Source: an optimization exercise on an open RTL-to-GDS flow (aim: small area and few clock cycles). Production flows keep margins and buffers that such runs may drop. Function was checked by simulation only, so behaviour that the tests miss may differ from the original. Power is estimated from default activity; no workload was simulated.

--- config.mk ---
export PLATFORM = sky130hd
export DESIGN_NAME = pot_oversample_ema_hysteresis_top
export DESIGN_NICKNAME = pot_oversample_ema_hysteresis_top
export VERILOG_FILES = /design/flow/design.v
export SDC_FILE = /design/flow/constraint.sdc
export NUM_CORES = 4
export LEC_CHECK = 0
export CAP_MARGIN = 5
export CORE_MARGIN = 2
export CORE_UTILIZATION = 40
export CTS_BUF_LIST = sky130_fd_sc_hd__clkbuf_8
export CTS_CLUSTER_DIAMETER = 40
export CTS_CLUSTER_SIZE = 20
export GPL_TIMING_DRIVEN = 0
export SLEW_MARGIN = 5
--- design.v ---
`timescale 1ns / 1ps
package pot_ema_pkg;
    localparam int CHANNELS            = 8;
    localparam int SAMPLES_PER_AVERAGE = 16;
    localparam int CH_W     = 3;
    localparam int SAMPLE_W = 12;
    localparam int SUM_W    = 16;
    localparam int CNT_W    = 4;
    localparam int AVG_W    = 24;
    localparam int FRAC_W   = 8;
    localparam int LEVEL_W  = 16;
    localparam int WEIGHT_W = 8;
    localparam int THRESH_W = 16;
    localparam int CFG_W    = 16;
    localparam int CFG_IDX_W = 1;
    localparam logic [CNT_W-1:0] BLOCK_END = CNT_W'(SAMPLES_PER_AVERAGE % 16);
    localparam logic [WEIGHT_W-1:0] WEIGHT_RESET = 8'd26;
    localparam logic [THRESH_W-1:0] THRESH_RESET = 16'd328;
    localparam logic [CFG_IDX_W-1:0] REG_WEIGHT    = 1'b0;
    localparam logic [CFG_IDX_W-1:0] REG_THRESHOLD = 1'b1;
    typedef struct packed {
        logic [CH_W-1:0]     channel;
        logic [SAMPLE_W-1:0] sample;
    } in_t;
    typedef struct packed {
        logic [CH_W-1:0]    report_channel;
        logic [LEVEL_W-1:0] smoothed_level;
    } out_t;
    typedef struct packed {
        logic [WEIGHT_W-1:0] smoothing_weight;
        logic [THRESH_W-1:0] report_threshold;
    } cfg_t;
endpackage
`timescale 1ns / 1ps
module pot_ema_cfg (
    input  logic                            clk,
    input  logic                            rst_n,
    input  logic                            cfg_write,
    input  logic [pot_ema_pkg::CFG_IDX_W-1:0] cfg_index,
    input  logic [pot_ema_pkg::CFG_W-1:0]   cfg_data,
    output pot_ema_pkg::cfg_t               cfg
);
    pot_ema_pkg::cfg_t cfg_reg;
    always_ff @(posedge clk or negedge rst_n)
    begin
        if (!rst_n)
        begin
            cfg_reg.smoothing_weight <= pot_ema_pkg::WEIGHT_RESET;
            cfg_reg.report_threshold <= pot_ema_pkg::THRESH_RESET;
        end
        else if (cfg_write)
        begin
            unique case (cfg_index)
                pot_ema_pkg::REG_WEIGHT:
                    cfg_reg.smoothing_weight <= cfg_data[pot_ema_pkg::WEIGHT_W-1:0];
                pot_ema_pkg::REG_THRESHOLD:
                    cfg_reg.report_threshold <= cfg_data[pot_ema_pkg::THRESH_W-1:0];
                default:
                begin
                end
            endcase
        end
    end
    assign cfg = cfg_reg;
endmodule
`timescale 1ns / 1ps
module pot_ema_core (
    input  logic               clk,
    input  logic               rst_n,
    input  logic               in_valid,
    output logic               in_ready,
    input  pot_ema_pkg::in_t   in_req,
    input  pot_ema_pkg::cfg_t  cfg,
    input  logic               res_full,
    output logic               res_valid,
    output pot_ema_pkg::out_t  res,
    output pot_ema_pkg::out_t  tap
);
    localparam int NC = pot_ema_pkg::CHANNELS;
    logic [15:0] sum_q  [NC];
    logic [3:0]  cnt_q  [NC];
    logic [23:0] avg_q  [NC];
    logic [15:0] last_q [NC];
    logic [NC-1:0] vld_q;
    logic [NC-1:0] never_q;
    logic [2:0]  phase;
    logic [15:0] sum0;
    logic [3:0]  cnt0;
    logic [23:0] avg0;
    logic        fire;
    logic [11:0] x;
    logic [15:0] s;
    logic [3:0]  n;
    logic        done;
    logic [15:0] level;
    logic        report;
    logic [15:0] sum_n;
    logic [3:0]  cnt_n;
    logic [23:0] avg_n;
    logic [15:0] last_n;
    assign sum0 = sum_q[0];
    assign cnt0 = cnt_q[0];
    assign avg0 = avg_q[0];
    assign in_ready = (in_req.channel == phase) && vld_q[0] && !((cnt0 == 4'd15) && res_full);
    assign fire     = in_valid && in_ready;
    logic [23:0] a;
    logic        thr;
    assign x    = in_req.sample & {12{fire}};
    assign n    = cnt0 + 4'(fire);
    assign done = fire && (cnt0 == 4'd15);
    pot_ema_dp u_dp (
        .S0  (sum0),
        .x   (x),
        .A0  (avg0),
        .w   (cfg.smoothing_weight),
        .L   (last_q[0]),
        .T   (cfg.report_threshold),
        .s   (s),
        .a   (a),
        .thr (thr)
    );
    assign level  = a[23:8];
    assign report = done && (never_q[0] || thr);
    assign sum_n  = s & {16{vld_q[0] & !done}};
    assign cnt_n  = n & {4{vld_q[0]}};
    assign avg_n  = (a & {24{vld_q[0] & done}}) | (avg0 & {24{vld_q[0] & !done}});
    assign last_n = (level & {16{report}}) | (last_q[0] & {16{!report}});
    always_ff @(posedge clk)
    begin
        for (int i = 0; i < NC-1; i++)
        begin
            sum_q[i]  <= sum_q[i+1];
            cnt_q[i]  <= cnt_q[i+1];
            avg_q[i]  <= avg_q[i+1];
            last_q[i] <= last_q[i+1];
        end
        sum_q[NC-1]  <= sum_n;
        cnt_q[NC-1]  <= cnt_n;
        avg_q[NC-1]  <= avg_n;
        last_q[NC-1] <= last_n;
    end
    always_ff @(posedge clk or negedge rst_n)
    begin
        if (!rst_n)
        begin
            vld_q   <= '0;
            never_q <= '1;
            phase   <= '0;
        end
        else
        begin
            vld_q   <= {1'b1, vld_q[NC-1:1]};
            never_q <= {never_q[0] & !report, never_q[NC-1:1]};
            phase   <= phase + 3'd1;
        end
    end
    assign res_valid          = report;
    assign res.report_channel = phase;
    assign res.smoothed_level = level;
    assign tap.report_channel = phase - 3'd1;
    assign tap.smoothed_level = last_q[NC-1];
endmodule
module pot_ema_dp (
    input  logic [15:0] S0,
    input  logic [11:0] x,
    input  logic [23:0] A0,
    input  logic [7:0]  w,
    input  logic [15:0] L,
    input  logic [15:0] T,
    output logic [15:0] s,
    output logic [23:0] a,
    output logic        thr
);
    logic [24:0] d;
    logic [16:0] e;
    logic [15:0] sa_a, sa_b;
    logic [16:0] sa;
    logic [2:0] sa_k0;
    logic [2:0] sa_k1;
    logic [2:0] sa_k2;
    logic [2:0] sa_k3;
    logic [2:0] sa_k4;
    logic [2:0] sa_k5;
    logic [2:0] sa_k6;
    logic [2:0] sa_k7;
    logic [24:0] da_a, da_b;
    logic [25:0] da;
    logic [2:0] da_k0;
    logic [2:0] da_k1;
    logic [2:0] da_k2;
    logic [2:0] da_k3;
    logic [2:0] da_k4;
    logic [2:0] da_k5;
    logic [2:0] da_k6;
    logic [2:0] da_k7;
    logic [2:0] da_k8;
    logic [2:0] da_k9;
    logic [2:0] da_k10;
    logic [2:0] da_k11;
    logic [1:0] da_k12;
    logic [26:0] pp0;
    logic [25:0] pp1;
    logic [25:0] pp2;
    logic [25:0] pp3;
    logic [25:0] pp4;
    logic [25:0] pp5;
    logic [25:0] pp6;
    logic [25:0] pp7;
    logic [57:0] f0a, f0b, f0c, f0s, f0y;
    logic [1:0] h0a, h0b, h0s, h0y;
    logic [47:0] f1a, f1b, f1c, f1s, f1y;
    logic [1:0] h1a, h1b, h1s, h1y;
    logic [26:0] f2a, f2b, f2c, f2s, f2y;
    logic [0:0] h2a, h2b, h2s, h2y;
    logic [28:0] f3a, f3b, f3c, f3s, f3y;
    logic [0:0] h3a, h3b, h3s, h3y;
    logic [31:0] ta_a, ta_b;
    logic [32:0] ta;
    logic [2:0] ta_k0;
    logic [2:0] ta_k1;
    logic [2:0] ta_k2;
    logic [2:0] ta_k3;
    logic [2:0] ta_k4;
    logic [2:0] ta_k5;
    logic [2:0] ta_k6;
    logic [2:0] ta_k7;
    logic [2:0] ta_k8;
    logic [2:0] ta_k9;
    logic [2:0] ta_k10;
    logic [2:0] ta_k11;
    logic [2:0] ta_k12;
    logic [2:0] ta_k13;
    logic [2:0] ta_k14;
    logic [2:0] ta_k15;
    logic [15:0] ea_a, ea_b;
    logic [16:0] ea;
    logic [2:0] ea_k0;
    logic [2:0] ea_k1;
    logic [2:0] ea_k2;
    logic [2:0] ea_k3;
    logic [2:0] ea_k4;
    logic [2:0] ea_k5;
    logic [2:0] ea_k6;
    logic [2:0] ea_k7;
    logic [15:0] c1_a, c1_b;
    logic [16:0] c1;
    logic [2:0] c1_k0;
    logic [2:0] c1_k1;
    logic [2:0] c1_k2;
    logic [2:0] c1_k3;
    logic [2:0] c1_k4;
    logic [2:0] c1_k5;
    logic [2:0] c1_k6;
    logic [2:0] c1_k7;
    logic [15:0] c2_a, c2_b;
    logic [16:0] c2;
    logic [2:0] c2_k0;
    logic [2:0] c2_k1;
    logic [2:0] c2_k2;
    logic [2:0] c2_k3;
    logic [2:0] c2_k4;
    logic [2:0] c2_k5;
    logic [2:0] c2_k6;
    logic [2:0] c2_k7;
    assign sa_a = S0;
    assign sa_b = {4'd0, x};
    assign sa_k0 = {1'b0, sa_a[1:0]} + {1'b0, sa_b[1:0]} + 3'(1'b0);
    assign sa_k1 = {1'b0, sa_a[3:2]} + {1'b0, sa_b[3:2]} + 3'(sa_k0[2]);
    assign sa_k2 = {1'b0, sa_a[5:4]} + {1'b0, sa_b[5:4]} + 3'(sa_k1[2]);
    assign sa_k3 = {1'b0, sa_a[7:6]} + {1'b0, sa_b[7:6]} + 3'(sa_k2[2]);
    assign sa_k4 = {1'b0, sa_a[9:8]} + {1'b0, sa_b[9:8]} + 3'(sa_k3[2]);
    assign sa_k5 = {1'b0, sa_a[11:10]} + {1'b0, sa_b[11:10]} + 3'(sa_k4[2]);
    assign sa_k6 = {1'b0, sa_a[13:12]} + {1'b0, sa_b[13:12]} + 3'(sa_k5[2]);
    assign sa_k7 = {1'b0, sa_a[15:14]} + {1'b0, sa_b[15:14]} + 3'(sa_k6[2]);
    assign sa = {sa_k7[2], sa_k7[1:0], sa_k6[1:0], sa_k5[1:0], sa_k4[1:0], sa_k3[1:0], sa_k2[1:0], sa_k1[1:0], sa_k0[1:0]};
    assign s = sa[15:0];
    assign da_a = {1'b0, s, 8'd0};
    assign da_b = {1'b1, ~A0};
    assign da_k0 = {1'b0, da_a[1:0]} + {1'b0, da_b[1:0]} + 3'(1'b1);
    assign da_k1 = {1'b0, da_a[3:2]} + {1'b0, da_b[3:2]} + 3'(da_k0[2]);
    assign da_k2 = {1'b0, da_a[5:4]} + {1'b0, da_b[5:4]} + 3'(da_k1[2]);
    assign da_k3 = {1'b0, da_a[7:6]} + {1'b0, da_b[7:6]} + 3'(da_k2[2]);
    assign da_k4 = {1'b0, da_a[9:8]} + {1'b0, da_b[9:8]} + 3'(da_k3[2]);
    assign da_k5 = {1'b0, da_a[11:10]} + {1'b0, da_b[11:10]} + 3'(da_k4[2]);
    assign da_k6 = {1'b0, da_a[13:12]} + {1'b0, da_b[13:12]} + 3'(da_k5[2]);
    assign da_k7 = {1'b0, da_a[15:14]} + {1'b0, da_b[15:14]} + 3'(da_k6[2]);
    assign da_k8 = {1'b0, da_a[17:16]} + {1'b0, da_b[17:16]} + 3'(da_k7[2]);
    assign da_k9 = {1'b0, da_a[19:18]} + {1'b0, da_b[19:18]} + 3'(da_k8[2]);
    assign da_k10 = {1'b0, da_a[21:20]} + {1'b0, da_b[21:20]} + 3'(da_k9[2]);
    assign da_k11 = {1'b0, da_a[23:22]} + {1'b0, da_b[23:22]} + 3'(da_k10[2]);
    assign da_k12 = {1'b0, da_a[24:24]} + {1'b0, da_b[24:24]} + 2'(da_k11[2]);
    assign da = {da_k12[1], da_k12[0:0], da_k11[1:0], da_k10[1:0], da_k9[1:0], da_k8[1:0], da_k7[1:0], da_k6[1:0], da_k5[1:0], da_k4[1:0], da_k3[1:0], da_k2[1:0], da_k1[1:0], da_k0[1:0]};
    assign d = da[24:0];
    assign pp0 = {~(w[0] & d[24]), w[0] & d[24], {24{w[0]}} & d[23:0]};
    assign pp1 = {~(w[1] & d[24]), {24{w[1]}} & d[23:0]};
    assign pp2 = {~(w[2] & d[24]), {24{w[2]}} & d[23:0]};
    assign pp3 = {~(w[3] & d[24]), {24{w[3]}} & d[23:0]};
    assign pp4 = {~(w[4] & d[24]), {24{w[4]}} & d[23:0]};
    assign pp5 = {~(w[5] & d[24]), {24{w[5]}} & d[23:0]};
    assign pp6 = {~(w[6] & d[24]), {24{w[6]}} & d[23:0]};
    assign pp7 = {~(w[7] & d[24]), {24{w[7]}} & d[23:0]};
    assign f0a = {pp3[24], pp5[21], pp2[24], pp6[19], pp3[22], pp0[25], pp6[18], pp3[21], pp0[24], pp6[17], pp3[20], pp0[23], pp6[16], pp3[19], pp0[22], pp6[15], pp3[18], pp0[21], pp6[14], pp3[17], pp0[20], pp6[13], pp3[16], pp0[19], pp6[12], pp3[15], pp0[18], pp6[11], pp3[14], pp0[17], pp6[10], pp3[13], pp0[16], pp6[9], pp3[12], pp0[15], pp6[8], pp3[11], pp0[14], pp6[7], pp3[10], pp0[13], pp6[6], pp3[9], pp0[12], pp6[5], pp3[8], pp0[11], pp6[4], pp3[7], pp0[10], pp6[3], pp3[6], pp0[9], pp3[5], pp0[8], pp3[4], pp0[7]};
    assign f0b = {pp4[23], pp6[20], pp3[23], pp7[18], pp4[21], pp1[24], pp7[17], pp4[20], pp1[23], pp7[16], pp4[19], pp1[22], pp7[15], pp4[18], pp1[21], pp7[14], pp4[17], pp1[20], pp7[13], pp4[16], pp1[19], pp7[12], pp4[15], pp1[18], pp7[11], pp4[14], pp1[17], pp7[10], pp4[13], pp1[16], pp7[9], pp4[12], pp1[15], pp7[8], pp4[11], pp1[14], pp7[7], pp4[10], pp1[13], pp7[6], pp4[9], pp1[12], pp7[5], pp4[8], pp1[11], pp7[4], pp4[7], pp1[10], pp7[3], pp4[6], pp1[9], pp7[2], pp4[5], pp1[8], pp4[4], pp1[7], pp4[3], pp1[6]};
    assign f0c = {pp5[22], pp7[19], pp4[22], A0[17], pp5[20], pp2[23], A0[16], pp5[19], pp2[22], A0[15], pp5[18], pp2[21], A0[14], pp5[17], pp2[20], A0[13], pp5[16], pp2[19], A0[12], pp5[15], pp2[18], A0[11], pp5[14], pp2[17], A0[10], pp5[13], pp2[16], A0[9], pp5[12], pp2[15], A0[8], pp5[11], pp2[14], A0[7], pp5[10], pp2[13], A0[6], pp5[9], pp2[12], A0[5], pp5[8], pp2[11], A0[4], pp5[7], pp2[10], A0[3], pp5[6], pp2[9], A0[2], pp5[5], pp2[8], A0[1], pp5[4], pp2[7], pp5[3], pp2[6], pp5[2], pp2[5]};
    assign f0s = f0a ^ f0b ^ f0c;
    assign f0y = (f0a & f0b) | (f0c & (f0a | f0b));
    assign h0a = {pp6[2], pp0[6]};
    assign h0b = {pp7[1], pp1[5]};
    assign h0s = h0a ^ h0b;
    assign h0y = h0a & h0b;
    assign f1a = {pp5[24], pp7[21], pp4[24], f0y[55], pp6[21], f0y[54], A0[18], f0s[52], f0y[49], f0s[49], f0y[46], f0s[46], f0y[43], f0s[43], f0y[40], f0s[40], f0y[37], f0s[37], f0y[34], f0s[34], f0y[31], f0s[31], f0y[28], f0s[28], f0y[25], f0s[25], f0y[22], f0s[22], f0y[19], f0s[19], f0y[16], f0s[16], f0y[13], f0s[13], f0y[10], f0s[10], f0y[7], f0s[7], f0y[4], f0s[5], f0y[2], f0s[2], A0[0], f0s[0], pp6[1], pp5[1], pp2[4], pp0[5]};
    assign f1b = {pp6[23], A0[20], pp5[23], f0y[56], pp7[20], f0s[55], f0y[52], f0s[53], f0y[50], f0s[50], f0y[47], f0s[47], f0y[44], f0s[44], f0y[41], f0s[41], f0y[38], f0s[38], f0y[35], f0s[35], f0y[32], f0s[32], f0y[29], f0s[29], f0y[26], f0s[26], f0y[23], f0s[23], f0y[20], f0s[20], f0y[17], f0s[17], f0y[14], f0s[14], f0y[11], f0s[11], f0y[8], f0s[8], f0y[5], f0s[6], f0y[3], f0s[3], f0y[0], f0s[1], pp7[0], pp6[0], pp3[3], pp1[4]};
    assign f1c = {pp7[22], f0y[57], pp6[22], f0s[57], A0[19], f0s[56], f0y[53], f0s[54], f0y[51], f0s[51], f0y[48], f0s[48], f0y[45], f0s[45], f0y[42], f0s[42], f0y[39], f0s[39], f0y[36], f0s[36], f0y[33], f0s[33], f0y[30], f0s[30], f0y[27], f0s[27], f0y[24], f0s[24], f0y[21], f0s[21], f0y[18], f0s[18], f0y[15], f0s[15], f0y[12], f0s[12], f0y[9], f0s[9], f0y[6], h0y[1], f0s[4], h0s[1], f0y[1], h0y[0], 1'b1, h0s[0], pp4[2], pp2[3]};
    assign f1s = f1a ^ f1b ^ f1c;
    assign f1y = (f1a & f1b) | (f1c & (f1a | f1b));
    assign h1a = {pp3[2], pp0[4]};
    assign h1b = {pp4[1], pp1[3]};
    assign h1s = h1a ^ h1b;
    assign h1y = h1a & h1b;
    assign f2a = {pp6[24], A0[21], f1y[43], f1y[41], f1y[39], f1y[37], f1y[35], f1y[33], f1y[31], f1y[29], f1y[27], f1y[25], f1y[23], f1y[21], f1y[19], f1y[17], f1y[15], f1y[13], f1y[11], f1y[9], f1y[7], f1y[5], f1y[3], f1y[1], f1y[0], pp5[0], pp2[2]};
    assign f2b = {pp7[23], f1y[45], f1y[44], f1y[42], f1y[40], f1y[38], f1y[36], f1y[34], f1y[32], f1y[30], f1y[28], f1y[26], f1y[24], f1y[22], f1y[20], f1y[18], f1y[16], f1y[14], f1y[12], f1y[10], f1y[8], f1y[6], f1y[4], f1y[2], f1s[1], f1s[0], pp3[1]};
    assign f2c = {A0[22], f1y[46], f1s[45], f1s[43], f1s[41], f1s[39], f1s[37], f1s[35], f1s[33], f1s[31], f1s[29], f1s[27], f1s[25], f1s[23], f1s[21], f1s[19], f1s[17], f1s[15], f1s[13], f1s[11], f1s[9], f1s[7], f1s[5], f1s[3], f1s[2], h1y[0], pp4[0]};
    assign f2s = f2a ^ f2b ^ f2c;
    assign f2y = (f2a & f2b) | (f2c & (f2a | f2b));
    assign h2a = {pp0[3]};
    assign h2b = {pp1[2]};
    assign h2s = h2a ^ h2b;
    assign h2y = h2a & h2b;
    assign f3a = {pp7[24], f1y[47], f1s[47], f1s[46], f1s[44], f1s[42], f1s[40], f1s[38], f1s[36], f1s[34], f1s[32], f1s[30], f1s[28], f1s[26], f1s[24], f1s[22], f1s[20], f1s[18], f1s[16], f1s[14], f1s[12], f1s[10], f1s[8], f1s[6], f1s[4], h1y[1], h1s[1], h1s[0], pp2[1]};
    assign f3b = {A0[23], f2y[25], f2y[24], f2y[23], f2y[22], f2y[21], f2y[20], f2y[19], f2y[18], f2y[17], f2y[16], f2y[15], f2y[14], f2y[13], f2y[12], f2y[11], f2y[10], f2y[9], f2y[8], f2y[7], f2y[6], f2y[5], f2y[4], f2y[3], f2y[2], f2y[1], f2y[0], f2s[0], pp3[0]};
    assign f3c = {f2y[26], f2s[26], f2s[25], f2s[24], f2s[23], f2s[22], f2s[21], f2s[20], f2s[19], f2s[18], f2s[17], f2s[16], f2s[15], f2s[14], f2s[13], f2s[12], f2s[11], f2s[10], f2s[9], f2s[8], f2s[7], f2s[6], f2s[5], f2s[4], f2s[3], f2s[2], f2s[1], h2y[0], h2s[0]};
    assign f3s = f3a ^ f3b ^ f3c;
    assign f3y = (f3a & f3b) | (f3c & (f3a | f3b));
    assign h3a = {pp0[2]};
    assign h3b = {pp1[1]};
    assign h3s = h3a ^ h3b;
    assign h3y = h3a & h3b;
    assign ta_a = {f3y[27], f3y[26], f3y[25], f3y[24], f3y[23], f3y[22], f3y[21], f3y[20], f3y[19], f3y[18], f3y[17], f3y[16], f3y[15], f3y[14], f3y[13], f3y[12], f3y[11], f3y[10], f3y[9], f3y[8], f3y[7], f3y[6], f3y[5], f3y[4], f3y[3], f3y[2], f3y[1], f3y[0], f3s[0], pp2[0], pp0[1], pp0[0]};
    assign ta_b = {f3s[28], f3s[27], f3s[26], f3s[25], f3s[24], f3s[23], f3s[22], f3s[21], f3s[20], f3s[19], f3s[18], f3s[17], f3s[16], f3s[15], f3s[14], f3s[13], f3s[12], f3s[11], f3s[10], f3s[9], f3s[8], f3s[7], f3s[6], f3s[5], f3s[4], f3s[3], f3s[2], f3s[1], h3y[0], h3s[0], pp1[0], 1'b0};
    assign ta_k0 = {1'b0, ta_a[1:0]} + {1'b0, ta_b[1:0]} + 3'(1'b0);
    assign ta_k1 = {1'b0, ta_a[3:2]} + {1'b0, ta_b[3:2]} + 3'(ta_k0[2]);
    assign ta_k2 = {1'b0, ta_a[5:4]} + {1'b0, ta_b[5:4]} + 3'(ta_k1[2]);
    assign ta_k3 = {1'b0, ta_a[7:6]} + {1'b0, ta_b[7:6]} + 3'(ta_k2[2]);
    assign ta_k4 = {1'b0, ta_a[9:8]} + {1'b0, ta_b[9:8]} + 3'(ta_k3[2]);
    assign ta_k5 = {1'b0, ta_a[11:10]} + {1'b0, ta_b[11:10]} + 3'(ta_k4[2]);
    assign ta_k6 = {1'b0, ta_a[13:12]} + {1'b0, ta_b[13:12]} + 3'(ta_k5[2]);
    assign ta_k7 = {1'b0, ta_a[15:14]} + {1'b0, ta_b[15:14]} + 3'(ta_k6[2]);
    assign ta_k8 = {1'b0, ta_a[17:16]} + {1'b0, ta_b[17:16]} + 3'(ta_k7[2]);
    assign ta_k9 = {1'b0, ta_a[19:18]} + {1'b0, ta_b[19:18]} + 3'(ta_k8[2]);
    assign ta_k10 = {1'b0, ta_a[21:20]} + {1'b0, ta_b[21:20]} + 3'(ta_k9[2]);
    assign ta_k11 = {1'b0, ta_a[23:22]} + {1'b0, ta_b[23:22]} + 3'(ta_k10[2]);
    assign ta_k12 = {1'b0, ta_a[25:24]} + {1'b0, ta_b[25:24]} + 3'(ta_k11[2]);
    assign ta_k13 = {1'b0, ta_a[27:26]} + {1'b0, ta_b[27:26]} + 3'(ta_k12[2]);
    assign ta_k14 = {1'b0, ta_a[29:28]} + {1'b0, ta_b[29:28]} + 3'(ta_k13[2]);
    assign ta_k15 = {1'b0, ta_a[31:30]} + {1'b0, ta_b[31:30]} + 3'(ta_k14[2]);
    assign ta = {ta_k15[2], ta_k15[1:0], ta_k14[1:0], ta_k13[1:0], ta_k12[1:0], ta_k11[1:0], ta_k10[1:0], ta_k9[1:0], ta_k8[1:0], ta_k7[1:0], ta_k6[1:0], ta_k5[1:0], ta_k4[1:0], ta_k3[1:0], ta_k2[1:0], ta_k1[1:0], ta_k0[1:0]};
    assign a = ta[31:8];
    assign ea_a = a[23:8];
    assign ea_b = ~L;
    assign ea_k0 = {1'b0, ea_a[1:0]} + {1'b0, ea_b[1:0]} + 3'(1'b1);
    assign ea_k1 = {1'b0, ea_a[3:2]} + {1'b0, ea_b[3:2]} + 3'(ea_k0[2]);
    assign ea_k2 = {1'b0, ea_a[5:4]} + {1'b0, ea_b[5:4]} + 3'(ea_k1[2]);
    assign ea_k3 = {1'b0, ea_a[7:6]} + {1'b0, ea_b[7:6]} + 3'(ea_k2[2]);
    assign ea_k4 = {1'b0, ea_a[9:8]} + {1'b0, ea_b[9:8]} + 3'(ea_k3[2]);
    assign ea_k5 = {1'b0, ea_a[11:10]} + {1'b0, ea_b[11:10]} + 3'(ea_k4[2]);
    assign ea_k6 = {1'b0, ea_a[13:12]} + {1'b0, ea_b[13:12]} + 3'(ea_k5[2]);
    assign ea_k7 = {1'b0, ea_a[15:14]} + {1'b0, ea_b[15:14]} + 3'(ea_k6[2]);
    assign ea = {ea_k7[2], ea_k7[1:0], ea_k6[1:0], ea_k5[1:0], ea_k4[1:0], ea_k3[1:0], ea_k2[1:0], ea_k1[1:0], ea_k0[1:0]};
    assign e = {~ea[16], ea[15:0]};
    assign c1_a = e[15:0];
    assign c1_b = ~T;
    assign c1_k0 = {1'b0, c1_a[1:0]} + {1'b0, c1_b[1:0]} + 3'(1'b0);
    assign c1_k1 = {1'b0, c1_a[3:2]} + {1'b0, c1_b[3:2]} + 3'(c1_k0[2]);
    assign c1_k2 = {1'b0, c1_a[5:4]} + {1'b0, c1_b[5:4]} + 3'(c1_k1[2]);
    assign c1_k3 = {1'b0, c1_a[7:6]} + {1'b0, c1_b[7:6]} + 3'(c1_k2[2]);
    assign c1_k4 = {1'b0, c1_a[9:8]} + {1'b0, c1_b[9:8]} + 3'(c1_k3[2]);
    assign c1_k5 = {1'b0, c1_a[11:10]} + {1'b0, c1_b[11:10]} + 3'(c1_k4[2]);
    assign c1_k6 = {1'b0, c1_a[13:12]} + {1'b0, c1_b[13:12]} + 3'(c1_k5[2]);
    assign c1_k7 = {1'b0, c1_a[15:14]} + {1'b0, c1_b[15:14]} + 3'(c1_k6[2]);
    assign c1 = {c1_k7[2], c1_k7[1:0], c1_k6[1:0], c1_k5[1:0], c1_k4[1:0], c1_k3[1:0], c1_k2[1:0], c1_k1[1:0], c1_k0[1:0]};
    assign c2_a = e[15:0];
    assign c2_b = T;
    assign c2_k0 = {1'b0, c2_a[1:0]} + {1'b0, c2_b[1:0]} + 3'(1'b0);
    assign c2_k1 = {1'b0, c2_a[3:2]} + {1'b0, c2_b[3:2]} + 3'(c2_k0[2]);
    assign c2_k2 = {1'b0, c2_a[5:4]} + {1'b0, c2_b[5:4]} + 3'(c2_k1[2]);
    assign c2_k3 = {1'b0, c2_a[7:6]} + {1'b0, c2_b[7:6]} + 3'(c2_k2[2]);
    assign c2_k4 = {1'b0, c2_a[9:8]} + {1'b0, c2_b[9:8]} + 3'(c2_k3[2]);
    assign c2_k5 = {1'b0, c2_a[11:10]} + {1'b0, c2_b[11:10]} + 3'(c2_k4[2]);
    assign c2_k6 = {1'b0, c2_a[13:12]} + {1'b0, c2_b[13:12]} + 3'(c2_k5[2]);
    assign c2_k7 = {1'b0, c2_a[15:14]} + {1'b0, c2_b[15:14]} + 3'(c2_k6[2]);
    assign c2 = {c2_k7[2], c2_k7[1:0], c2_k6[1:0], c2_k5[1:0], c2_k4[1:0], c2_k3[1:0], c2_k2[1:0], c2_k1[1:0], c2_k0[1:0]};
    assign thr = (e[16] & !c2[16]) | (!e[16] & c1[16]);
endmodule
`timescale 1ns / 1ps
module pot_ema_out (
    input  logic               clk,
    input  logic               rst_n,
    input  logic               res_valid,
    output logic               res_full,
    input  pot_ema_pkg::out_t  res,
    input  pot_ema_pkg::out_t  tap,
    output logic               out_valid,
    input  logic               out_ready,
    output pot_ema_pkg::out_t  out_req
);
    logic                                hv_q, pv_q;
    pot_ema_pkg::out_t                   hd_q;
    logic [pot_ema_pkg::CH_W-1:0]        pch_q;
    logic                                free;
    logic                                tap_hit;
    logic                                direct;
    assign free     = !hv_q || out_ready;
    assign tap_hit  = pv_q && (tap.report_channel == pch_q) && free;
    assign direct   = res_valid && free && !pv_q;
    assign res_full = pv_q && !tap_hit;
    always_ff @(posedge clk or negedge rst_n)
    begin
        if (!rst_n)
        begin
            hv_q <= 1'b0;
            pv_q <= 1'b0;
        end
        else
        begin
            hv_q <= tap_hit || direct || !free;
            pv_q <= (res_valid && !direct) || (pv_q && !tap_hit);
        end
    end
    always_ff @(posedge clk)
    begin
        if (free)
            hd_q <= (tap & {19{tap_hit}}) | (res & {19{!tap_hit}});
        if (res_valid)
            pch_q <= res.report_channel;
    end
    assign out_valid = hv_q;
    assign out_req   = hd_q;
endmodule
`timescale 1ns / 1ps
module pot_oversample_ema_hysteresis_top (
    input  logic                              clk,
    input  logic                              rst_n,
    input  logic                              in_valid,
    output logic                              in_ready,
    input  logic [14:0]                       in_req,
    output logic                              out_valid,
    input  logic                              out_ready,
    output logic [18:0]                       out_req,
    input  logic                              cfg_write,
    input  logic [pot_ema_pkg::CFG_IDX_W-1:0] cfg_index,
    input  logic [pot_ema_pkg::CFG_W-1:0]     cfg_data
);
    pot_ema_pkg::cfg_t cfg;
    pot_ema_pkg::out_t res;
    pot_ema_pkg::out_t tap;
    pot_ema_pkg::in_t  in_req_s;
    pot_ema_pkg::out_t out_req_s;
    assign in_req_s = in_req;
    assign out_req  = out_req_s;
    logic              res_valid;
    logic              res_full;
    pot_ema_cfg u_cfg (
        .clk       (clk),
        .rst_n     (rst_n),
        .cfg_write (cfg_write),
        .cfg_index (cfg_index),
        .cfg_data  (cfg_data),
        .cfg       (cfg)
    );
    pot_ema_core u_core (
        .clk       (clk),
        .rst_n     (rst_n),
        .in_valid  (in_valid),
        .in_ready  (in_ready),
        .in_req    (in_req_s),
        .cfg       (cfg),
        .res_full  (res_full),
        .res_valid (res_valid),
        .res       (res),
        .tap       (tap)
    );
    pot_ema_out u_out (
        .clk       (clk),
        .rst_n     (rst_n),
        .res_valid (res_valid),
        .res_full  (res_full),
        .res       (res),
        .tap       (tap),
        .out_valid (out_valid),
        .out_ready (out_ready),
        .out_req   (out_req_s)
    );
endmodule
--- constraint.sdc ---
create_clock -name core_clock -period 20.0 [get_ports {clk}]
set_input_delay 4.0000 -clock core_clock [delete_from_list [all_inputs] [get_ports {clk}]]
set_output_delay 4.0000 -clock core_clock [all_outputs]
set_load 0.01 [all_outputs]
--- run.sh ---
#!/bin/bash
# synth_recipe.tcl (not shown) runs the flow's synth.tcl, then flattens the netlist and writes it again
# the make line also repeats each setting of config.mk as NAME=value (left out here)
make -C /OpenROAD-flow-scripts/flow DESIGN_CONFIG=/design/flow/config.mk WORK_HOME=/design/flow/orfs CLKGATE_MAP_FILE= SYNTH_SCRIPT=/design/flow/synth_recipe.tcl finish
==> results of run 1 <==
[cell families after synthesis]
| kind of cell | count (synthesis) |
|---|---|
| DFF | 547 |
| and+or+nand+nor | 290 |
| adders and majority gates | 285 |
| buffers and inverters | 270 |
| AOI/OAI and AO/OA | 75 |
| muxes | 41 |
| xor gates and xnor gates | 16 |
| other | 1 |
[metrics by stage]
| step | TNS [ps] | util (%) | power, W | worst slack (ps) |
|---|---|---|---|---|
| after floorplan | 0 | - | 0.00121 | 3.49 |
| after global placement | -37960 | 43.5 | 0.00126 | -1920 |
| after detailed placement | -41490 | 43.6 | 0.00126 | -2080 |
| after CTS | 0 | 46.6 | 0.00206 | 10.5 |
| after global routing | 0 | 47.0 | 0.00212 | 4.39 |
| final | 0 | 47.0 | 0.00204 | 531 |
[cells in the final DEF, fill, tap and decap left out, types with 7 or more instances in the layout]
cell type,instances
a21oi_1,23
a31o_2,9
and2_1,34
buf_4,25
clkbuf_1,27
clkbuf_8,57
clkdlybuf4s50_1,53
clkinv_8,8
dfrtp_1,31
dfstp_2,14
dfxtp_1,480
edfxtp_1,22
fa_1,174
fa_2,51
ha_1,58
inv_1,230
inv_12,7
inv_6,10
inv_8,9
mux2_2,26
mux2i_1,15
nand2_1,69
nand2b_1,111
nor2_1,39
nor2b_1,10
o21ai_0,7
o22ai_1,15
xnor2_1,11
[path summary, 6_finish.rpt]
path	slack, ps	endpoint	cells past startpoint
setup reg to reg	3100	u_core.last_q[7][9]	56
setup / recovery	530	u_core.last_q[7][9]	54
hold reg to reg	300	u_core.avg_q[6][23]	0
min in group asynchronous	3310	u_core.phase[1]	1
max in group asynchronous	16050	u_core.never_q[6]	2
hold / removal	300	u_core.avg_q[6][23]	0
[layout make-up]
type | instances | share of cell area, %
clock inverter | 47 | 2.40
inverter | 233 | 3.71
clock buffer | 57 | 3.32
tap | 672 | 3.56
sequential | 547 | 48.4
multi-input combinational | 708 | 34.3
buffer | 37 | 0.710
timing repair buffer | 87 | 3.64
[power breakdown]
part           internal (W)  switching [W]  total [W]  leakage, nW
sequential          0.00111      0.0000146    0.00113         4.66
combinational     0.0000485      0.0000670   0.000116         4.06
clock              0.000340       0.000455   0.000795        0.678
total               0.00150       0.000536    0.00204         9.39
[routing by layer]
layer	wire, um	up-vias	track usage [%]
met5	0	-	0
met2	18100	189	24.7
met4	1400	0	6.35
li1	-	4952	-
met1	17500	5235	20.7
met3	1740	70	2.63
[critical path: cells and delay by family]
family / cells / cell delay (ps)
buffers and inverters: 10 / 1230
AND/OR/NAND/NOR: 9 / 1830
multiplexers: 1 / 210
XOR/XNOR: 1 / 120
AO/OA/AOI/OAI: 1 / 310
adder cells (fa/ha/maj): 32 / 12310
[repair_timing]
action,4_1_cts,5_1_grt
pin swaps,37,59
gates cloned,1,0
hold buffers,0,0
gates resized for setup,20,27
buffers inserted,14,14
endpoints found under the setup margin,21,21
==> results.json, run 1 <==
{
  "leakage_nw": 9.39,
  "synth-simple-area-share_pct": 7.62,
  "startpoint_type": "primary input",
  "fin_nets": 1991,
  "postLayoutCellArea_um2": 23600,
  "ant_nets": 0,
  "rsz0062_at_grt": "no",
  "fillers": 4429,
  "io_pins": 58,
  "hold_viol": 0,
  "tightest_slew_ps": 990,
  "synth_mux_area_share_pct": 2.18,
  "synthXorXnorAreaFrac_pct": 0.689,
  "grt_pass1_wl_um": 62400,
  "io_buffers": 57,
  "grt_usage_pct": 15.4,
  "yosys-top-cells-count": "dfxtp_1, inv_1, fa_1",
  "cts_tree": "built",
  "via_per_inst": 4.37,
  "die-area_um2": 52700,
  "wl_per_cell_um": 16.2,
  "relSlewSlack_pct": 33.9,
  "synthTopCellsByArea": "dfxtp_1, fa_1, inv_1, dfrtp_1, ha_1",
  "antenna_found_initial": 0,
  "synth-edff-count": 22,
  "area_growth_pct": 16.0,
  "grt_max_degree": 26,
  "post-synth-top-area-fraction_pct": 47.2,
  "syn_inst": 1525,
  "reg_top3": "u_core.avg_q: 192 flops, u_core.last_q: 128 flops, u_core.sum_q: 128 flops",
  "drv_slew": 0,
  "crit_required_ps": 20560,
  "syn-num-nets": 1847,
  "synth_area_leader_cell": "dfxtp_1",
  "post-place-cells": 2255,
  "clockRootBuffer": "clkbuf_8",
  "final.setup_skew_ps": 54.7,
  "synth_top_family_by_area": "adder cells",
  "layout_min_cycle_time_ps": 19470,
  "htree_levels": 2,
  "grt_pass1_vias": 11300,
  "max_stage_delay_ps": 560,
  "ir_worst_vdd_mv": 0.0542,
  "syn-mean-instance-area_um2": 13.3,
  "crit_start": "in_req[14]",
  "regArea_um2": 11400,
  "yosys_most_used_dff": "dfxtp_1",
  "wirelength_um": 38700,
  "finalNonFillerCells": 2388,
  "whs_ps": 304,
  "dpl.hpwl_um": 28200,
  "cap_violations": 0,
  "dr.pass1.iters": 5,
  "clk_latency_ps": 670,
  "slowest_stage": "fa_1",
  "drt_iter0_drc": 463,
  "cts_made_buffers": 55,
  "worstSetupPathType": "primary input to flip-flop",
  "regMostFlops": "u_core.avg_q",
  "rows": 82,
  "largest_register_ffs": 192,
  "die_x_um": 230,
  "synth_seq_cells": 547,
  "gp_congestion": 0.830,
  "async_reset_ff_share_pct": 8.23,
  "synth-warning-count": 11,
  "yosysMostFrequentCell": "dfxtp_1",
  "fmax_ghz": 0.0514,
  "endpoint_kind": "flip-flop",
  "core_area_um2": 50200,
  "synth_compound_area_share_pct": 2.43,
  "fp.dieH_um": 230,
  "status": "timing/DRC/antenna clean",
  "drc": 0,
  "finalCritPeriodShare_pct": 97.3,
  "syn_area_um2": 20300,
  "clkSinkCount": 547,
  "cts_max_path_buffers": 3,
  "arrival_ps": 20030,
  "r2r_start": "u_core.phase[0]",
  "path_clk_slew_ps": 100,
  "start_util_pct": 40.5,
  "setup_violations": 0,
  "vias": 10400,
  "p_per_area_nw_per_um2": 86.3,
  "multi_input_area_um2": 8090,
  "worstHoldStart": "u_core.avg_q[7][23]",
  "overflow": 0,
  "placed_area_um2": 21900,
  "crit_fanout": 6,
  "synthAdderAreaFrac_pct": 25.8,
  "holdCritPathClass": "flip-flop to flip-flop",
  "ys_seq_area_share_pct": 56.1,
  "drive_gt1_share_pct": 15.1,
  "critPathMostFrequentCell": "fa_2",
  "diodes": 0,
  "synth_cell_type_count": 50
}
Testbench counts, summed over its fixed seeds: cycles 33,204.
==> run 2: changes to the inputs <==
--- a/config.mk
+++ b/config.mk
@@ -7,9 +7,9 @@
 export LEC_CHECK = 0
 export CAP_MARGIN = 5
 export CORE_MARGIN = 2
-export CORE_UTILIZATION = 40
+export CORE_UTILIZATION = 60
 export CTS_BUF_LIST = sky130_fd_sc_hd__clkbuf_8
-export CTS_CLUSTER_DIAMETER = 40
+export CTS_CLUSTER_DIAMETER = 60
 export CTS_CLUSTER_SIZE = 20
 export GPL_TIMING_DRIVEN = 0
 export SLEW_MARGIN = 5
==> run 2 against run 1 <==
Power shrank 13%. Sequential share of layout area rose by 2.3 points. Clock power is 32% lower.
==> results.json, run 2 <==
{
  "drc": 0,
  "wl_met2_um": 17100,
  "hold_viol": 0,
  "drv_slew": 0,
  "holdCritPathClass": "flip-flop to flip-flop",
  "finalCritPeriodShare_pct": 97.4,
  "cts_max_path_buffers": 3,
  "wl_met3_um": 1270,
  "largest_register_ffs": 192,
  "synth_seq_cells": 547,
  "layout_min_cycle_time_ps": 19480,
  "reg2reg_to": "u_core.last_q[7][0]",
  "htree_levels": 2,
  "dr.pass1.iters": 4,
  "rows": 67,
  "final_common_cell": "dfxtp_1",
  "final.setup_skew_ps": 41.8,
  "grt_max_degree": 39,
  "yosys_most_used_dff": "dfxtp_1",
  "syn_area_um2": 20300,
  "reg2reg_slack_ps": 3140,
  "syn-mean-instance-area_um2": 13.3,
  "synth-warning-count": 11,
  "drt-met1-wl_um": 16700,
  "start_util_pct": 60.8,
  "yosysMostFrequentCell": "dfxtp_1",
  "gp_congestion": 0.854,
  "path_buf_inv": 9,
  "yosys-top-cells-count": "dfxtp_1, inv_1, fa_1",
  "placed_area_um2": 21600,
  "wirelength_um": 36600,
  "vias": 10300,
  "diodes": 0,
  "setup_slack_ps": 522,
  "overflow": 0,
  "cts_made_buffers": 37,
  "async_reset_ff_share_pct": 8.23,
  "clk_latency_ps": 620,
  "ant_nets": 0,
  "mostFrequentLayoutCells": "dfxtp_1, inv_1, fa_1, nand2b_1, nand2_1",
  "syn-num-nets": 1847,
  "p_per_area_nw_per_um2": 78.9,
  "setup_violations": 0,
  "drt_iter0_drc": 432,
  "path_clk_slew_ps": 120,
  "regMostFlops": "u_core.avg_q",
  "area_growth_pct": 10.9,
  "antenna_found_initial": 0,
  "arrival_ps": 20000,
  "startpoint_type": "primary input",
  "cap_violations": 0,
  "tns_ps": 0,
  "grt_pass1_wl_um": 59300,
  "fmax_ghz": 0.0513,
  "reg_top3": "u_core.avg_q: 192 flops, u_core.last_q: 128 flops, u_core.sum_q: 128 flops",
  "holdBufCountCts": 0,
  "worstHoldEndpoint": "u_core.last_q[2][14]",
  "syn_inst": 1525,
  "drive_gt1_share_pct": 11.1,
  "synth-edff-count": 22,
  "cts_tree": "built",
  "dpl.hpwl_um": 26900,
  "crit_fanout": 6,
  "endpoint_kind": "flip-flop",
  "dpl_worst_slack_ps": -1870,
  "synthTopCellsByArea": "dfxtp_1, fa_1, inv_1, dfrtp_1, ha_1",
  "fillers": 2494,
  "clkSinkCount": 547,
  "post-place-cells": 2031,
  "fp.dieH_um": 188,
  "fin_nets": 1960,
  "status": "timing/DRC/antenna clean",
  "slowest_stage": "fa_1",
  "die_x_um": 188,
  "wl_per_cell_um": 17.4,
  "core_area_um2": 33400,
  "ir_worst_vdd_mv": 0.0822,
  "crit_family": "adder cells",
  "crit_required_ps": 20520,
  "io_buffers": 57,
  "finalNonFillerCells": 2104,
  "r2r_start": "u_core.phase[0]",
  "synth_area_leader_cell": "dfxtp_1",
  "clockRootBuffer": "clkbuf_8",
  "top_layer": "met4",
  "post-synth-top-area-fraction_pct": 47.2,
  "via_per_inst": 4.88,
  "synth_cell_type_count": 50,
  "tightest_slew_ps": 958,
  "ys_seq_area_share_pct": 56.1,
  "grt_usage_pct": 22.0,
  "critPathMostFrequentCell": "fa_2",
  "holdPathStages": 0,
  "postLayoutCellArea_um2": 22600,
  "max_stage_delay_ps": 560,
  "leakage_nw": 9.02,
  "io_pins": 58,
  "grt_pass1_vias": 11000,
  "whs_ps": 305,
  "worstHoldStart": "u_core.last_q[3][14]",
  "reg2reg_depth": 55,
  "relSlewSlack_pct": 36.1,
  "die-area_um2": 35400,
  "worstSetupPathType": "primary input to flip-flop"
}
run 2: cell counts after synthesis:
No cell type changed its count.
run 2: report_power, final:
group | leakage, nW | switching [W] | internal, W
Clock | 0.374 | 0.000342 | 0.000199
Sequential | 4.66 | 0.0000136 | 0.00111
Combinational | 3.99 | 0.0000648 | 0.0000474
run 2: layout make-up:
| type | instances | area [um2] | area share, % |
|---|---|---|---|
| inverter | 233 | 875 | 3.88 |
| clock buffer | 37 | 509 | 2.26 |
| clock inverter | 20 | 188 | 0.832 |
| buffer | 37 | 166 | 0.738 |
| tap | 448 | 561 | 2.49 |
| sequential | 547 | 11400 | 50.6 |
| timing repair buffer | 74 | 756 | 3.35 |
| multi-input combinational | 708 | 8080 | 35.8 |
run 2: through the flow:
stage	total power, W	utilization (%)
after detailed placement	0.00126	64.5
after global placement	0.00126	64.5
after CTS	0.00180	67.1
after floorplan	0.00121	-
final	0.00178	67.4
after global routing	0.00185	67.4
run 2: kinds of logic (layout without fill, tap and decap cells):
| logic type | count (synthesis) | count (layout) | share of synthesized area, % |
|---|---|---|---|
| flip-flops | 547 | 547 | 56.1 |
| AND/OR/NAND/NOR | 290 | 290 | 7.62 |
| adder cells (fa/ha/maj) | 285 | 285 | 25.8 |
| buffers and inverters | 270 | 401 | 5.12 |
| AO/OA/AOI/OAI | 75 | 75 | 2.43 |
| multiplexers | 41 | 41 | 2.18 |
| XOR/XNOR | 16 | 16 | 0.689 |
| other | 1 | 1 | 0.0184 |
run 2: worst max path at each step:
stage | from | end | slack [ps] | cells past startpoint
after floorplan | out_ready | u_core.last_q[7][0] | 3 | 52
after global placement | out_ready | u_core.last_q[7][9] | -1780 | 54
after detailed placement | out_ready | u_out.pch_q[2] | -1870 | 53
after CTS | out_ready | u_core.last_q[7][9] | 7 | 54
after global routing | in_req[14] | u_core.last_q[7][0] | -6 | 53
final | in_req[14] | u_core.last_q[7][0] | 520 | 53
run 2: repair_timing:
action                                 in CTS  in global routing
pin swaps                                  31                 42
endpoints found under the hold margin       0                  0
gates resized for setup                    15                 20
setup buffers                              10                  5
cloned                                      1                  0
setup endpoints to repair                  21                 21
run 2: per-layer routing:
layer | vias to the layer above | GRT usage, %
met2 | 169 | 34.7
met1 | 5189 | 30.8
met4 | 0 | 9.36
met3 | 69 | 3.28
li1 | 4839 | -
met5 | - | 0
==> run 3: changes to the inputs <==
--- a/config.mk
+++ b/config.mk
@@ -7,7 +7,7 @@
 export LEC_CHECK = 0
 export CAP_MARGIN = 5
 export CORE_MARGIN = 2
-export CORE_UTILIZATION = 60
+export CORE_UTILIZATION = 75
 export CTS_BUF_LIST = sky130_fd_sc_hd__clkbuf_8
 export CTS_CLUSTER_DIAMETER = 60
 export CTS_CLUSTER_SIZE = 20
==> run 3 against run 2 <==
Still clean on timing, DRC and antenna. First-iteration DRC count up 60%. Sequential share of layout area up 0.15 points. Power up 1.5%. Hold slack better by 15 ps. Sequential power about the same.
==> results.json, run 3 <==
{
  "grt_pass1_vias": 12000,
  "ant_nets": 0,
  "io_buffers": 57,
  "reg2reg_slack_ps": 2900,
  "largest_register_ffs": 192,
  "grt_usage_pct": 29.5,
  "yosys_most_used_dff": "dfxtp_1",
  "drive_gt1_share_pct": 11.9,
  "final_common_cell": "dfxtp_1",
  "fmax_ghz": 0.0511,
  "synth_area_leader_cell": "dfxtp_1",
  "dpl_worst_slack_ps": -1950,
  "startpoint_type": "primary input",
  "grt_pass1_wl_um": 63300,
  "htree_levels": 2,
  "cts_tree": "built",
  "holdCritPathClass": "flip-flop to flip-flop",
  "io_pins": 58,
  "reg2reg_to": "u_core.last_q[7][7]",
  "overflow": 0,
  "gp_congestion": 0.886,
  "holdPathStages": 0,
  "hold_viol": 0,
  "p_per_area_nw_per_um2": 80.3,
  "holdBufCountCts": 0,
  "drc": 0,
  "worstHoldStart": "u_core.avg_q[4][22]",
  "ir_worst_vdd_mv": 0.0908,
  "fin_nets": 1965,
  "rsz0062_at_grt": "no",
  "reg_top3": "u_core.avg_q: 192 flops, u_core.last_q: 128 flops, u_core.sum_q: 128 flops",
  "drv_slew": 0,
  "syn_inst": 1525,
  "setup_violations": 0,
  "yosys-top-cells-count": "dfxtp_1, inv_1, fa_1",
  "cts_made_buffers": 37,
  "cts_max_path_buffers": 3,
  "die-area_um2": 28500,
  "rows": 60,
  "diodes": 0,
  "cap_violations": 0,
  "drt_iter0_drc": 692,
  "async_reset_ff_share_pct": 8.23,
  "crit_required_ps": 20500,
  "clockRootBuffer": "clkbuf_8",
  "clkSinkCount": 547,
  "synth-warning-count": 11,
  "synthTopCellsByArea": "dfxtp_1, fa_1, inv_1, dfrtp_1, ha_1",
  "die_x_um": 169,
  "status": "timing/DRC/antenna clean",
  "ys_seq_area_share_pct": 56.1,
  "dr.pass1.iters": 6,
  "syn-num-nets": 1847,
  "synth-edff-count": 22,
  "post-synth-top-area-fraction_pct": 47.2,
  "finalCritPeriodShare_pct": 97.8,
  "critPathMostFrequentCell": "fa_2",
  "syn_area_um2": 20300,
  "slowest_stage": "fa_1",
  "clk_latency_ps": 590,
  "synth_seq_cells": 547,
  "worstHoldEndpoint": "u_core.avg_q[3][22]",
  "antenna_found_initial": 0,
  "r2r_start": "u_core.phase[0]",
  "synth_cell_type_count": 50,
  "max_stage_delay_ps": 520,
  "start_util_pct": 75.9,
  "leakage_nw": 9.06,
  "tightest_slew_ps": 948,
  "fp.dieH_um": 169,
  "arrival_ps": 20060,
  "mostFrequentLayoutCells": "dfxtp_1, inv_1, fa_1, nand2b_1, nand2_1",
  "via_per_inst": 5.39,
  "wirelength_um": 39900,
  "layout_min_cycle_time_ps": 19550,
  "postLayoutCellArea_um2": 22500,
  "area_growth_pct": 10.5,
  "yosysMostFrequentCell": "dfxtp_1",
  "dpl.hpwl_um": 28100,
  "final.setup_skew_ps": 30.9,
  "core_area_um2": 26800,
  "wl_per_cell_um": 20.0,
  "crit_fanout": 6,
  "fillers": 1315,
  "grt_max_degree": 27,
  "regMostFlops": "u_core.avg_q",
  "relSlewSlack_pct": 36.8,
  "path_clk_slew_ps": 120,
  "syn-mean-instance-area_um2": 13.3,
  "endpoint_kind": "flip-flop",
  "placed_area_um2": 21400,
  "vias": 10800,
  "setup_slack_ps": 448,
  "worstSetupPathType": "primary input to flip-flop",
  "reg2reg_depth": 55
}
## run 3: kinds of logic after synthesis
group                    synth area share, %
buffers and inverters                   5.12
AO/OA/AOI/OAI                           2.43
adder cells (fa/ha/maj)                 25.8
multiplexers                            2.18
AND/OR/NAND/NOR                         7.62
XOR/XNOR                               0.689
other                                 0.0184
flip-flops                              56.1
## run 3: cell type report
| cell class | count | area [um2] | share of cell area (%) |
|---|---|---|---|
| Sequential cell | 547 | 11400 | 50.8 |
| Buffer | 36 | 163 | 0.723 |
| Multi-Input combinational cell | 708 | 8090 | 36.0 |
| Clock inverter | 17 | 216 | 0.963 |
| Timing Repair Buffer | 80 | 777 | 3.46 |
| Clock buffer | 38 | 523 | 2.33 |
| Inverter | 233 | 875 | 3.89 |
| Tap cell | 341 | 427 | 1.90 |
## run 3: per-layer routing
metal,wire (um),vias up,GRT usage [%]
li1,-,4846,-
met1,16100,5431,38.0
met2,19500,361,48.6
met3,1970,142,4.89
met4,2370,0,16.3
met5,0,-,0
## run 3: worst max-delay path by stage
| stage | startpoint | to | slack, ps | cells past startpoint |
|---|---|---|---|---|
| after floorplan | out_ready | u_core.last_q[7][0] | 3 | 52 |
| after global placement | out_ready | u_out.pch_q[1] | -1730 | 53 |
| after detailed placement | out_ready | u_core.last_q[7][7] | -1950 | 54 |
| after CTS | out_ready | u_core.last_q[7][1] | 5 | 54 |
| after global routing | out_ready | u_core.last_q[7][1] | 40 | 54 |
| final | out_ready | u_core.last_q[7][7] | 450 | 54 |
## run 3: power by group
group	internal, W	switching [W]	total (W)
Clock	0.000226	0.000340	0.000566
Sequential	0.00111	0.0000138	0.00113
Combinational	0.0000480	0.0000659	0.000114
Total	0.00139	0.000420	0.00181
## run 3: per-stage QoR
stage / std cells / utilization, % / hold slack (ps) / setup TNS (ps) / total power, W
floorplan: 1525 / - / 310 / 0 / 0.00121
global placement: 1923 / 80.0 / 310 / -33940 / 0.00125
detailed placement: 1924 / 80.0 / 312 / -38580 / 0.00126
CTS: 1996 / 83.6 / 327 / 0 / 0.00181
global route: 2000 / 83.9 / 317 / 0 / 0.00186
finish: 2000 / 83.9 / 320 / 0 / 0.00181
## run 3: repair_timing
item                       4_1_cts  5_1_grt
pin swaps                       45       45
gates cloned                     1        0
setup buffers                   16        5
gates resized for setup         24       22
setup endpoints to repair       21       21
## run 3: worst max-delay path, delay by kind of cell
kind	cells	cell delay (ps)
AOI/OAI and AO/OA	1	310
buffers and inverters	9	770
adders and majority gates	32	12390
and+or+nand+nor	11	2350
muxes	1	210
==> run 4: changes to the inputs <==
--- a/config.mk
+++ b/config.mk
@@ -7,7 +7,7 @@
 export LEC_CHECK = 0
 export CAP_MARGIN = 5
 export CORE_MARGIN = 2
-export CORE_UTILIZATION = 75
+export CORE_UTILIZATION = 40
 export CTS_BUF_LIST = sky130_fd_sc_hd__clkbuf_8
 export CTS_CLUSTER_DIAMETER = 60
 export CTS_CLUSTER_SIZE = 20
==> run 4 against run 3 <==
Clock skew is 41 ps higher. Via count is 4.9% lower. Area after synthesis stayed put. Sequential power hardly changed. Flip-flop and latch count stayed put. Hold slack worse by 31 ps. Count of clock-buffer cells in the layout is 2 higher. Combinational power hardly changed. Clock power is 1% lower. Critical path depth is 2 lower. Synthesized cell count stayed put. Largest cell class unchanged. Power is 0.28% lower.
==> results.json, run 4 <==
{
  "status": "timing/DRC/antenna clean",
  "fmax_ghz": 0.0513,
  "finalCritPeriodShare_pct": 97.4,
  "fin_nets": 1974,
  "seqPwrFrac_pct": 62.6,
  "holdCritPathClass": "flip-flop to flip-flop",
  "drive_gt1_share_pct": 12.6,
  "ir_worst_vdd_mv": 0.0428,
  "crit_fanout": 6,
  "diodes": 0,
  "drt_iter0_drc": 421,
  "ant_nets": 0,
  "clk_latency_ps": 670,
  "regMostFlops": "u_core.avg_q",
  "yosysMostFrequentCell": "dfxtp_1",
  "core_area_um2": 50200,
  "total_power_w": 0.00180,
  "syn-mean-instance-area_um2": 13.3,
  "die_x_um": 230,
  "via_per_inst": 4.37,
  "mostFrequentLayoutCells": "dfxtp_1, inv_1, fa_1, nand2b_1, nand2_1",
  "worstSetupPathType": "primary input to flip-flop",
  "final_util_pct": 45.8,
  "postLayoutCellArea_um2": 23000,
  "crit_required_ps": 20360,
  "synth-edff-count": 22,
  "die-area_um2": 52700,
  "syn_area_um2": 20300,
  "busiest_layer": "met2",
  "syn_inst": 1525,
  "critPathMostFrequentCell": "fa_2",
  "yosys_most_used_dff": "dfxtp_1",
  "p_per_area_nw_per_um2": 78.4,
  "arrival_ps": 19840,
  "final.setup_skew_ps": 71.7,
  "switching_share_pct": 24.3,
  "endpoint_kind": "flip-flop",
  "reg_top3": "u_core.avg_q: 192 flops, u_core.last_q: 128 flops, u_core.sum_q: 128 flops",
  "io_pins": 58,
  "largest_register_ffs": 192,
  "grt_pass1_wl_um": 61600,
  "synth_area_leader_cell": "dfxtp_1",
  "ys_seq_area_share_pct": 56.1,
  "dpl.hpwl_um": 28200,
  "async_reset_ff_share_pct": 8.23,
  "path_clk_slew_ps": 110,
  "yosys-top-cells-count": "dfxtp_1, inv_1, fa_1",
  "setup_violations": 0,
  "gp_congestion": 0.830,
  "clkSinkCount": 547,
  "layout_min_cycle_time_ps": 19480,
  "antenna_found_initial": 0,
  "fp.dieH_um": 230,
  "synth_seq_cells": 547,
  "grt_usage_pct": 15.2,
  "cts_tree": "built",
  "clkPwrFrac_pct": 31.0,
  "synthTopCellsByArea": "dfxtp_1, fa_1, inv_1, dfrtp_1, ha_1",
  "hold_viol": 0,
  "holdBufCountCts": 0,
  "dr.pass1.iters": 4,
  "max_stage_delay_ps": 560,
  "startpoint_type": "primary input",
  "area_growth_pct": 12.9,
  "tightest_slew_ps": 980,
  "cts_made_buffers": 38,
  "gr-usage-met2_pct": 24.1,
  "drv_slew": 0,
  "whs_ps": 290,
  "cap_violations": 0,
  "relSlewSlack_pct": 34.6,
  "drc": 0,
  "grt_pass1_vias": 11100,
  "syn-num-nets": 1847,
  "cts_max_path_buffers": 3,
  "htree_levels": 2,
  "final_common_cell": "dfxtp_1",
  "placed_area_um2": 21900,
  "io_buffers": 57,
  "start_util_pct": 40.5,
  "power.switching_w": 0.000438,
  "overflow": 0,
  "met1_usage_pct": 20.4,
  "wl_per_cell_um": 16.3,
  "leakage_nw": 9.11,
  "internal_power_w": 0.00136,
  "grt_max_degree": 26,
  "slowest_stage": "fa_1",
  "rows": 82,
  "vias": 10300,
  "post-synth-top-area-fraction_pct": 47.2,
  "p_comb_share_pct": 6.4,
  "synth-warning-count": 11,
  "wirelength_um": 38300,
  "tns_ps": 0,
  "clockRootBuffer": "clkbuf_8",
  "synth_cell_type_count": 50,
  "grt_util_met3_pct": 2.44
}
run 4: cell counts after synthesis:
Identical to the previous run, type by type.
run 4: final timing paths:
path / slack (ps) / endpoint / from / depth (start not counted)
max: 520 / u_out.pch_q[2] / in_req[14] / 52
min: 290 / u_core.avg_q[5][19] / u_core.avg_q[6][19] / 0
max reg2reg: 3140 / u_out.pch_q[2] / u_core.phase[0] / 54
min reg2reg: 290 / u_core.avg_q[5][19] / u_core.avg_q[6][19] / 0
max in group asynchronous: 16030 / u_cfg.cfg_reg[17] / rst_n / 2
min in group asynchronous: 3300 / u_cfg.cfg_reg[11] / rst_n / 1
run 4: cell families after synthesis:
kind of cell             count (synthesis)  synth area share [%]
flip-flops                             547                  56.1
AND/OR/NAND/NOR                        290                  7.62
adder cells (fa/ha/maj)                285                  25.8
buffers and inverters                  270                  5.12
AO/OA/AOI/OAI                           75                  2.43
multiplexers                            41                  2.18
XOR/XNOR                                16                 0.689
other                                    1                0.0184
run 4: what timing repair did:
action / CTS / global route
setup endpoints to repair: 21 / 21
pin swaps: 37 / 59
gates cloned: 1 / 0
buffers inserted: 15 / 13
resized for setup: 20 / 29
hold endpoints to repair: 0 / 0
run 4: metal layers:
| layer | vias up | routed length [um] |
|---|---|---|
| met2 | 168 | 17700 |
| li1 | 4882 | - |
| met1 | 5141 | 17300 |
| met3 | 63 | 1560 |
| met4 | 0 | 1700 |
| met5 | - | 0 |
run 4: final cells by class:
type / count / area [um2]
tap: 672 / 841
clock inverter: 20 / 188
fill: 4497 / 27200
sequential: 547 / 11400
clock buffer: 40 / 551
timing repair buffer: 87 / 838
inverter: 233 / 875
buffer: 37 / 168
multi-input combinational: 708 / 8100
run 4: power groups by stage:
| stage | registers, W | clock network, W | logic [W] |
|---|---|---|---|
| after CTS | 0.00113 | 0.000583 | 0.000116 |
| after global routing | 0.00113 | 0.000621 | 0.000128 |
| after global placement | 0.00115 | 0 | 0.000108 |
| final | 0.00113 | 0.000558 | 0.000116 |
| after detailed placement | 0.00115 | 0 | 0.000111 |
| after floorplan | 0.00115 | 0 | 0.0000636 |
run 4: worst max-delay path: cells and delay by family:
kind | cells | cell delay [ps]
and+or+nand+nor | 9 | 1860
buffers and inverters | 9 | 1190
adders and majority gates | 32 | 12340
xor gates and xnor gates | 1 | 120
AOI/OAI and AO/OA | 1 | 310
run 4: stage by stage:
stage	setup WS [ps]	std cells
after floorplan	3.49	1525
after global placement	-1920	2254
after detailed placement	-2080	2255
after CTS	18.9	2331
after global routing	-2.20	2344
final	520	2344
==> run 5: changes to the inputs <==
--- a/config.mk
+++ b/config.mk
@@ -7,8 +7,8 @@
 export LEC_CHECK = 0
 export CAP_MARGIN = 5
 export CORE_MARGIN = 2
-export CORE_UTILIZATION = 40
-export CTS_BUF_LIST = sky130_fd_sc_hd__clkbuf_8
+export CORE_UTILIZATION = 60
+export CTS_BUF_LIST = sky130_fd_sc_hd__clkbuf_4 sky130_fd_sc_hd__clkbuf_8
 export CTS_CLUSTER_DIAMETER = 60
 export CTS_CLUSTER_SIZE = 20
 export GPL_TIMING_DRIVEN = 0
==> run 5 against run 4 <==
Count of clock-buffer cells in the layout grew 3. Critical path depth grew 1. Sequential power is essentially flat. Critical endpoint is now u_core.last_q[7][0]. Largest power group unchanged. Highest routed layer unchanged.
==> results.json, run 5 <==
{
  "status": "timing/DRC/antenna clean",
  "synth_mux_area_share_pct": 2.18,
  "arrival_ps": 19990,
  "finalNonFillerCells": 2104,
  "postLayoutCellArea_um2": 22600,
  "clkSinkCount": 547,
  "grt_usage_pct": 22.0,
  "io_buffers": 57,
  "crit_fanout": 6,
  "regMostFlops": "u_core.avg_q",
  "drv_slew": 0,
  "power.switching_w": 0.000421,
  "grt_pass1_wl_um": 59300,
  "final.setup_skew_ps": 44.0,
  "fin_nets": 1960,
  "synth_top_family_by_area": "adder cells",
  "yosys_most_used_dff": "dfxtp_1",
  "synth-simple-area-share_pct": 7.62,
  "endpoint_kind": "flip-flop",
  "mostFrequentLayoutCells": "dfxtp_1, inv_1, fa_1, nand2b_1, nand2_1",
  "seqPwrFrac_pct": 62.9,
  "diodes": 0,
  "reg2reg_depth": 55,
  "yosysMostFrequentCell": "dfxtp_1",
  "total_power_w": 0.00179,
  "rows": 67,
  "holdBufCountCts": 0,
  "multi_input_area_um2": 8080,
  "drt_iter0_drc": 421,
  "crit_required_ps": 20520,
  "synth-warning-count": 11,
  "ys_seq_area_share_pct": 56.1,
  "wirelength_um": 36600,
  "syn-num-nets": 1847,
  "core_area_um2": 33400,
  "holdCritPathClass": "flip-flop to flip-flop",
  "synth_compound_area_share_pct": 2.43,
  "placed_area_um2": 21600,
  "synthAdderAreaFrac_pct": 25.8,
  "crit_start": "in_req[14]",
  "tightest_slew_ps": 936,
  "r2r_start": "u_core.phase[0]",
  "slowest_stage": "fa_1",
  "overflow": 0,
  "cap_violations": 0,
  "leakage_nw": 9.02,
  "drc": 0,
  "worstHoldStart": "u_core.last_q[3][14]",
  "htree_levels": 2,
  "max_stage_delay_ps": 560,
  "yosys-top-cells-count": "dfxtp_1, inv_1, fa_1",
  "cts_made_buffers": 37,
  "p_per_area_nw_per_um2": 79.3,
  "cts_tree": "built",
  "tns_ps": 0,
  "fp.dieH_um": 188,
  "regArea_um2": 11400,
  "whs_ps": 305,
  "critPathMostFrequentCell": "fa_2",
  "via_per_inst": 4.88,
  "hold_viol": 0,
  "reg_top3": "u_core.avg_q: 192 flops, u_core.last_q: 128 flops, u_core.sum_q: 128 flops",
  "synth_area_leader_cell": "dfxtp_1",
  "synth_cell_type_count": 50,
  "ir_worst_vdd_mv": 0.0822,
  "grt_pass1_vias": 11000,
  "vias": 10300,
  "die-area_um2": 35400,
  "clkPwrFrac_pct": 30.9,
  "async_reset_ff_share_pct": 8.23,
  "setup_violations": 0,
  "path_clk_slew_ps": 120,
  "syn_area_um2": 20300,
  "internal_power_w": 0.00137,
  "antenna_found_initial": 0,
  "clk_latency_ps": 620,
  "startpoint_type": "primary input",
  "p_comb_share_pct": 6.3,
  "worstSetupPathType": "primary input to flip-flop",
  "relSlewSlack_pct": 37.6,
  "switching_share_pct": 23.5,
  "fmax_ghz": 0.0514,
  "dpl.hpwl_um": 26900,
  "area_growth_pct": 11.0,
  "gp_congestion": 0.854,
  "syn_inst": 1525,
  "start_util_pct": 60.8,
  "synthXorXnorAreaFrac_pct": 0.689,
  "dr.pass1.iters": 5,
  "syn-mean-instance-area_um2": 13.3,
  "final_common_cell": "dfxtp_1",
  "largest_register_ffs": 192,
  "fillers": 2488,
  "clockRootBuffer": "clkbuf_8",
  "die_x_um": 188,
  "synth_seq_cells": 547,
  "grt_max_degree": 39,
  "cts_max_path_buffers": 3,
  "layout_min_cycle_time_ps": 19470,
  "finalCritPeriodShare_pct": 97.4,
  "synthTopCellsByArea": "dfxtp_1, fa_1, inv_1, dfrtp_1, ha_1",
  "synth-edff-count": 22,
  "post-synth-top-area-fraction_pct": 47.2,
  "io_pins": 58,
  "wl_per_cell_um": 17.4,
  "ant_nets": 0,
  "holdPathStages": 0,
  "post-place-cells": 2031,
  "drive_gt1_share_pct": 11.5
}
-- run 5: cell count changes in the layout (fill, tap and decap cells not counted), sizes merged --
| cell | previous run | this run |
|---|---|---|
| buf | 40 | 27 |
| bufinv | 0 | 1 |
| clkbuf | 68 | 71 |
| clkdlybuf4s50 | 53 | 54 |
| clkinv | 4 | 3 |
| clkinvlp | 0 | 2 |
| dlymetal6s2s | 3 | 2 |
| inv | 249 | 241 |
-- run 5: critical path: cells and delay by family --
| kind | cells | cell delay, ps |
|---|---|---|
| buf+inv | 9 | 1080 |
| compound gates | 1 | 320 |
| xor+xnor | 1 | 110 |
| mux | 1 | 320 |
| fa+ha+maj | 32 | 12240 |
| simple gates | 9 | 1890 |
-- run 5: cell families after synthesis --
| logic type | Yosys count |
|---|---|
| other cells | 1 |
| compound gates | 75 |
| simple gates | 290 |
| fa+ha+maj | 285 |
| xor+xnor | 16 |
| buf+inv | 270 |
| flops | 547 |
| mux | 41 |
-- run 5: what timing repair did --
item                                    in CTS  in global routing
buffers inserted                            10                  5
gates cloned                                 1                  0
gates resized for setup                     15                 20
pin swaps                                   31                 42
endpoints found under the setup margin      21                 21
-- run 5: final cells by class --
cell class	count	area share, %
Sequential cell	547	50.6
Buffer	37	0.737
Timing Repair Buffer	74	3.35
Multi-Input combinational cell	708	35.8
Clock inverter	14	0.732
Tap cell	448	2.48
Clock buffer	43	2.46
Inverter	233	3.87
-- run 5: path summary, 6_finish.rpt --
path	end	slack, ps
max reg2reg	u_core.last_q[7][0]	3150
max in group asynchronous	u_cfg.cfg_reg[20]	16240
min	u_core.last_q[2][14]	300
min in group asynchronous	u_cfg.cfg_reg[10]	3200
max	u_core.last_q[7][0]	530
min reg2reg	u_core.last_q[2][14]	300
-- run 5: metal layers --
layer	up-vias	GRT usage, %	wire, um
met5	-	0	0
met4	0	9.06	1560
met3	69	3.28	1270
met2	165	34.8	17100
met1	5202	30.9	16700
li1	4842	-	-
-- run 5: stage by stage --
step / setup slack (ps) / utilization (%)
after CTS: 6.58 / 67.1
final: 528 / 67.5
after global routing: -6.59 / 67.5
after floorplan: 3.49 / -
after global placement: -1780 / 64.5
after detailed placement: -1870 / 64.5
-- run 5: power groups by stage --
stage / registers (W) / clock network [W] / logic [W]
6_report: 0.00113 / 0.000552 / 0.000112
5_1_grt: 0.00113 / 0.000609 / 0.000124
4_1_cts: 0.00113 / 0.000572 / 0.000112
3_5_place_dp: 0.00115 / 0 / 0.000109
3_3_place_gp: 0.00115 / 0 / 0.000106
2_1_floorplan: 0.00115 / 0 / 0.0000636

re-timing with driven ports:
Ports are ideal in the flow. The routed layouts listed here were re-timed in OpenROAD.
Step 1, drivers: a clkbuf_16 drives clk and a buf_2 each remaining input, both assumed.
Step 2, shift: input delay + t, output delay - t, t = (earliest + latest rising clock arrival at the registers) / 2. This alone moves slack from input paths to output paths.
a / b / c = ideal ports / drivers / drivers and shift; a / b = the first two.
| run | shift t [ns] | setup WS [ns] |
|---|---|---|
| run 1 | 0.692 | 0.531 / 0.558 / -0.134 |
| run 2 | 0.645 | 0.522 / 0.541 / -0.103 |
| run 3 | 0.625 | 0.448 / 0.472 / -0.154 |
| run 4 | 0.680 | 0.520 / 0.548 / -0.133 |
| run 5 | 0.647 | 0.528 / 0.548 / -0.099 |
With both steps, setup timing fails in every run listed, where it was met with ideal ports.
